From an optimization exercise on the open Yosys and OpenROAD flow, aimed at small area; shortcuts taken in it are not production practice.
The RTL was checked by simulation tests, not by an equivalence proof against the original design.
Power is estimated from default activity; no workload was simulated.

## host_domain_top
module host_domain_top (
  input  logic        clk_i,
  input  logic        arst_n_i,
  input  logic        cfg_aw_valid_i,
  input  logic [31:0] cfg_aw_addr_i,
  input  logic        cfg_w_valid_i,
  input  logic [31:0] cfg_w_data_i,
  input  logic        cfg_b_ready_i,
  input  logic        cfg_ar_valid_i,
  input  logic [31:0] cfg_ar_addr_i,
  input  logic        cfg_r_ready_i,
  output logic        cfg_aw_ready_o,
  output logic        cfg_w_ready_o,
  output logic        cfg_b_valid_o,
  output logic [1:0]  cfg_b_resp_o,
  output logic        cfg_ar_ready_o,
  output logic        cfg_r_valid_o,
  output logic [1:0]  cfg_r_resp_o,
  output logic [31:0] cfg_r_data_o,
  input  logic [3:0]  llc_events_i,
  output logic [3:0]  pmu_irq_o,
  input  logic        dma_pe_evt_valid_i,
  output logic        dma_pe_evt_o,
  output logic        dma_pe_evt_ack_o
);
  logic rv_q, bv_q;
  logic idle, rd_acc, wr_acc;
  assign idle   = ~(rv_q | bv_q);
  assign rd_acc = idle & cfg_ar_valid_i;
  assign wr_acc = idle & ~cfg_ar_valid_i & cfg_aw_valid_i & cfg_w_valid_i;
  always_ff @(posedge clk_i or negedge arst_n_i) begin
    if (!arst_n_i) begin
      rv_q <= 1'b0;
      bv_q <= 1'b0;
    end else begin
      rv_q <= rd_acc | (rv_q & ~cfg_r_ready_i);
      bv_q <= wr_acc | (bv_q & ~cfg_b_ready_i);
    end
  end
  assign cfg_ar_ready_o = idle;
  assign cfg_aw_ready_o = idle & ~cfg_ar_valid_i & cfg_w_valid_i;
  assign cfg_w_ready_o  = idle & ~cfg_ar_valid_i & cfg_aw_valid_i;
  assign cfg_r_valid_o  = rv_q;
  assign cfg_b_valid_o  = bv_q;
  logic       ar_map, aw_map;
  logic [2:0] ar_idx, aw_idx;
  assign ar_map = ~|cfg_ar_addr_i[31:5];
  assign aw_map = ~|cfg_aw_addr_i[31:5];
  assign ar_idx = cfg_ar_addr_i[4:2];
  assign aw_idx = cfg_aw_addr_i[4:2];
  logic [3:0] cnt_ld, thr_we;
  always_comb begin
    for (int k = 0; k < 4; k++) begin
      cnt_ld[k] = wr_acc & aw_map & (aw_idx == 3'(k));
      thr_we[k] = wr_acc & aw_map & (aw_idx == 3'(k + 4));
    end
  end
  logic        init_q;
  logic [31:0] cnt_q [4];
  function automatic logic [31:0] cnt_inc(input logic [31:0] a, input logic ev);
    logic [7:0] ones, bc;
    logic       c;
    for (int j = 0; j < 8; j++) ones[j] = &a[4*j +: 4];
    bc[0] = ev & ~&ones;
    for (int j = 1; j < 8; j++) bc[j] = bc[j-1] & ones[j-1];
    for (int j = 0; j < 8; j++) begin
      c = bc[j];
  ...
For scale: about 1400 cells after synthesis.
==> flow/config.mk <==
export PLATFORM = sky130hd
export DESIGN_NAME = host_domain_top
export DESIGN_NICKNAME = host_domain_top
export VERILOG_FILES = /design/flow/design.v
export SDC_FILE = /design/flow/constraint.sdc
export NUM_CORES = 4
export LEC_CHECK = 0
export CAP_MARGIN = 20
export CORE_MARGIN = 2
export CORE_UTILIZATION = 65
export SLEW_MARGIN = 20
==> flow/constraint.sdc <==
create_clock -name core_clock -period 5.0 [get_ports {clk_i}]
set_input_delay 1.0000 -clock core_clock [delete_from_list [all_inputs] [get_ports {clk_i}]]
set_output_delay 1.0000 -clock core_clock [all_outputs]
set_load 0.01 [all_outputs]
standard.sh (not shown) runs the stock make flow with config.mk's settings and CLKGATE_MAP_FILE= SYNTH_SCRIPT=/design/flow/synth_recipe.tcl, a recipe that flattens the netlist after the stock synthesis.
==> flow/flow/run.sh <==
#!/bin/bash
# The standard ORFS layout with two changes:
# - the port buffers are the smallest buffer (buf_1), not the default cell;
# - clock tree synthesis adds no dummy loads and clusters up to 14 sinks
#   within 50 um on clkbuf_8, instead of many more clkbuf_16 leaves.
# Each tool's full output stays in the ORFS logs under orfs/logs; the make
# output goes to standard.log.
set -euo pipefail
export BUFFER_PORTS_ARGS="-buffer_cell sky130_fd_sc_hd__buf_1"
export CTS_ARGS="-sink_clustering_enable -repair_clock_nets -dont_use_dummy_load -buf_list sky130_fd_sc_hd__clkbuf_8 -sink_clustering_size 14 -sink_clustering_max_diameter 50"
bash standard.sh finish > standard.log 2>&1
Edit:
--- a/flow/flow/run.sh
+++ b/flow/flow/run.sh
@@ -1,3 +1,6 @@
 #!/bin/bash
-# The standard ORFS layout with two changes:
+# The standard ORFS layout with three changes:
+# - synthesis maps the logic with flow/abc_area.script, an area-oriented
+#   ABC script, in place of ORFS's abc_speed.script; everything else in
+#   synthesis (including flip-flop mapping) is the standard synthesis;
 # - the port buffers are the smallest buffer (buf_1), not the default cell;
@@ -5,5 +8,10 @@
 #   within 50 um on clkbuf_8, instead of many more clkbuf_16 leaves.
-# Each tool's full output stays in the ORFS logs under orfs/logs; the make
-# output goes to standard.log.
+# Each tool's full output stays in the ORFS logs under orfs/logs; make's
+# output goes to synth.log and standard.log.
 set -euo pipefail
+here=$(pwd)
+rm -rf "$here/scripts_abc"
+cp -r "$FLOW_HOME/scripts" "$here/scripts_abc"
+cp "$here/flow/abc_area.script" "$here/scripts_abc/abc_speed.script"
+SCRIPTS_DIR="$here/scripts_abc" bash standard.sh synth > synth.log 2>&1
 export BUFFER_PORTS_ARGS="-buffer_cell sky130_fd_sc_hd__buf_1"
==> flow/flow/abc_area.script (new file) <==
&get -n
&st
&syn2
&dch
&nf
&st
&syn2
&dch
&nf
&put
CORE_UTILIZATION = 40   (was 65)
What happened:
- Now the flow finished but failed the layout checks on negative setup slack
- via count is lower by 0.83%
- sequential cell count is unchanged
- final area is higher by 4.0%
- register-to-register slack is worse by 0.62 ns
- final cell count is higher by 12%
- routed wire length is higher by 7.2%
- total power is higher by 5.0%
- non-clock buffer count is higher by 86
Edit:
==> flow/flow/run.sh (replaced) <==
#!/bin/bash
# The standard ORFS layout with two changes:
# - the port buffers are the smallest buffer (buf_1), not the default cell;
# - clock tree synthesis adds no dummy loads and clusters up to 14 sinks
#   within 50 um on clkbuf_8, instead of many more clkbuf_16 leaves.
# Each tool's full output stays in the ORFS logs under orfs/logs; the make
# output goes to standard.log.
set -euo pipefail
export BUFFER_PORTS_ARGS="-buffer_cell sky130_fd_sc_hd__buf_1"
export CTS_ARGS="-sink_clustering_enable -repair_clock_nets -dont_use_dummy_load -buf_list sky130_fd_sc_hd__clkbuf_8 -sink_clustering_size 14 -sink_clustering_max_diameter 50"
bash standard.sh finish > standard.log 2>&1
removed: flow/flow/abc_area.script
=> The changed run went through all stages and came out clean. Clock-buffer cell count is lower by 1. Non-clock buffer count is lower by 84. Power is lower by a few percent. Synthesized area is higher by a few percent. Critical path depth is lower by 9. Die area is higher by a few percent.
Edit:
--- a/flow/flow/run.sh
+++ b/flow/flow/run.sh
@@ -9,3 +9,3 @@
 export BUFFER_PORTS_ARGS="-buffer_cell sky130_fd_sc_hd__buf_1"
-export CTS_ARGS="-sink_clustering_enable -repair_clock_nets -dont_use_dummy_load -buf_list sky130_fd_sc_hd__clkbuf_8 -sink_clustering_size 14 -sink_clustering_max_diameter 50"
+export CTS_ARGS="-sink_clustering_enable -repair_clock_nets -dont_use_dummy_load -buf_list {sky130_fd_sc_hd__clkbuf_4 sky130_fd_sc_hd__clkbuf_8} -sink_clustering_size 14 -sink_clustering_max_diameter 50"
 bash standard.sh finish > standard.log 2>&1
CORE_UTILIZATION = 65   (was 40)
=>
- global-route usage climbs by 12 points
- critical path depth is unchanged
- maximum frequency drops by 0.45%
- sequential power is about the same
- final area drops by 1.9%
- wire length drops by 4.1%
- setup slack loses 0.020 ns
- count of clock-buffer cells in the layout drops by 4
- total power drops by 2.7%
- final cell count drops by 9.6%
- first-iteration DRC count climbs by 42%
Edit:
--- a/flow/flow/run.sh
+++ b/flow/flow/run.sh
@@ -9,3 +9,3 @@
 export BUFFER_PORTS_ARGS="-buffer_cell sky130_fd_sc_hd__buf_1"
-export CTS_ARGS="-sink_clustering_enable -repair_clock_nets -dont_use_dummy_load -buf_list {sky130_fd_sc_hd__clkbuf_4 sky130_fd_sc_hd__clkbuf_8} -sink_clustering_size 14 -sink_clustering_max_diameter 50"
+export CTS_ARGS="-sink_clustering_enable -repair_clock_nets -dont_use_dummy_load -buf_list sky130_fd_sc_hd__clkbuf_8 -sink_clustering_size 18 -sink_clustering_max_diameter 40"
 bash standard.sh finish > standard.log 2>&1
CORE_UTILIZATION = 40   (was 65)
What happened: Via count fell by 2.3%. Synthesized cell count does not change. Fmax hardly moves. Worst setup slack degrades by 0.0068 ns. Hold slack degrades by 0.019 ns. Global-route usage fell by 12 points. Design area rose by about 3%.
Edit:
--- a/flow/flow/run.sh
+++ b/flow/flow/run.sh
@@ -9,3 +9,3 @@
 export BUFFER_PORTS_ARGS="-buffer_cell sky130_fd_sc_hd__buf_1"
-export CTS_ARGS="-sink_clustering_enable -repair_clock_nets -dont_use_dummy_load -buf_list sky130_fd_sc_hd__clkbuf_8 -sink_clustering_size 18 -sink_clustering_max_diameter 40"
+export CTS_ARGS="-sink_clustering_enable -repair_clock_nets -dont_use_dummy_load -buf_list sky130_fd_sc_hd__clkbuf_4 -sink_clustering_size 10 -sink_clustering_max_diameter 40"
 bash standard.sh finish > standard.log 2>&1
CORE_UTILIZATION = 65   (was 40)
What happened: Sequential power stays flat. Clock-buffer cell count is lower by 3. Cell area is lower by a few percent. Final cell count is lower by roughly a tenth. Wire length is lower by a few percent. Power is lower by roughly a tenth. Fmax is lower by a few percent. Synthesized cell count is unchanged. Synthesized area does not change. Utilization is higher by 27 points.

[port drivers added, routing unchanged]
The flow's constraints put no driver on any port. The routed layouts listed below were extracted and timed again, unchanged, in two steps. Step 1: set_driving_cell puts a clkbuf_16 on clk_i and a buf_2 on each other input, an assumption about the parent block. Step 2 adds t to the input delays and takes it off the output delays; t is the mean of the earliest and latest rising clock arrival at the registers after step 1. Input paths then give back, and output paths get back, about the clock's delay inside the block. Three values: ideal, step 1, step 2; two values: the first two.
run | t, ns | setup WS [ns] | worst data-port slew with drivers (ns)
the first run | 0.625 | 0.599 / 0.554 / 1.118 | 0.09
the second run | 0.565 | -1.039 / -1.083 / -0.518 | 0.04
the third run | 0.581 | 0.619 / 0.572 / 1.153 | 0.06
the fourth run | 0.625 | 0.599 / 0.554 / 1.118 | 0.09
the fifth run | 0.610 | 0.592 / 0.543 / 1.122 | 0.06
the sixth run | 0.705 | 0.496 / 0.451 / 1.120 | 0.10
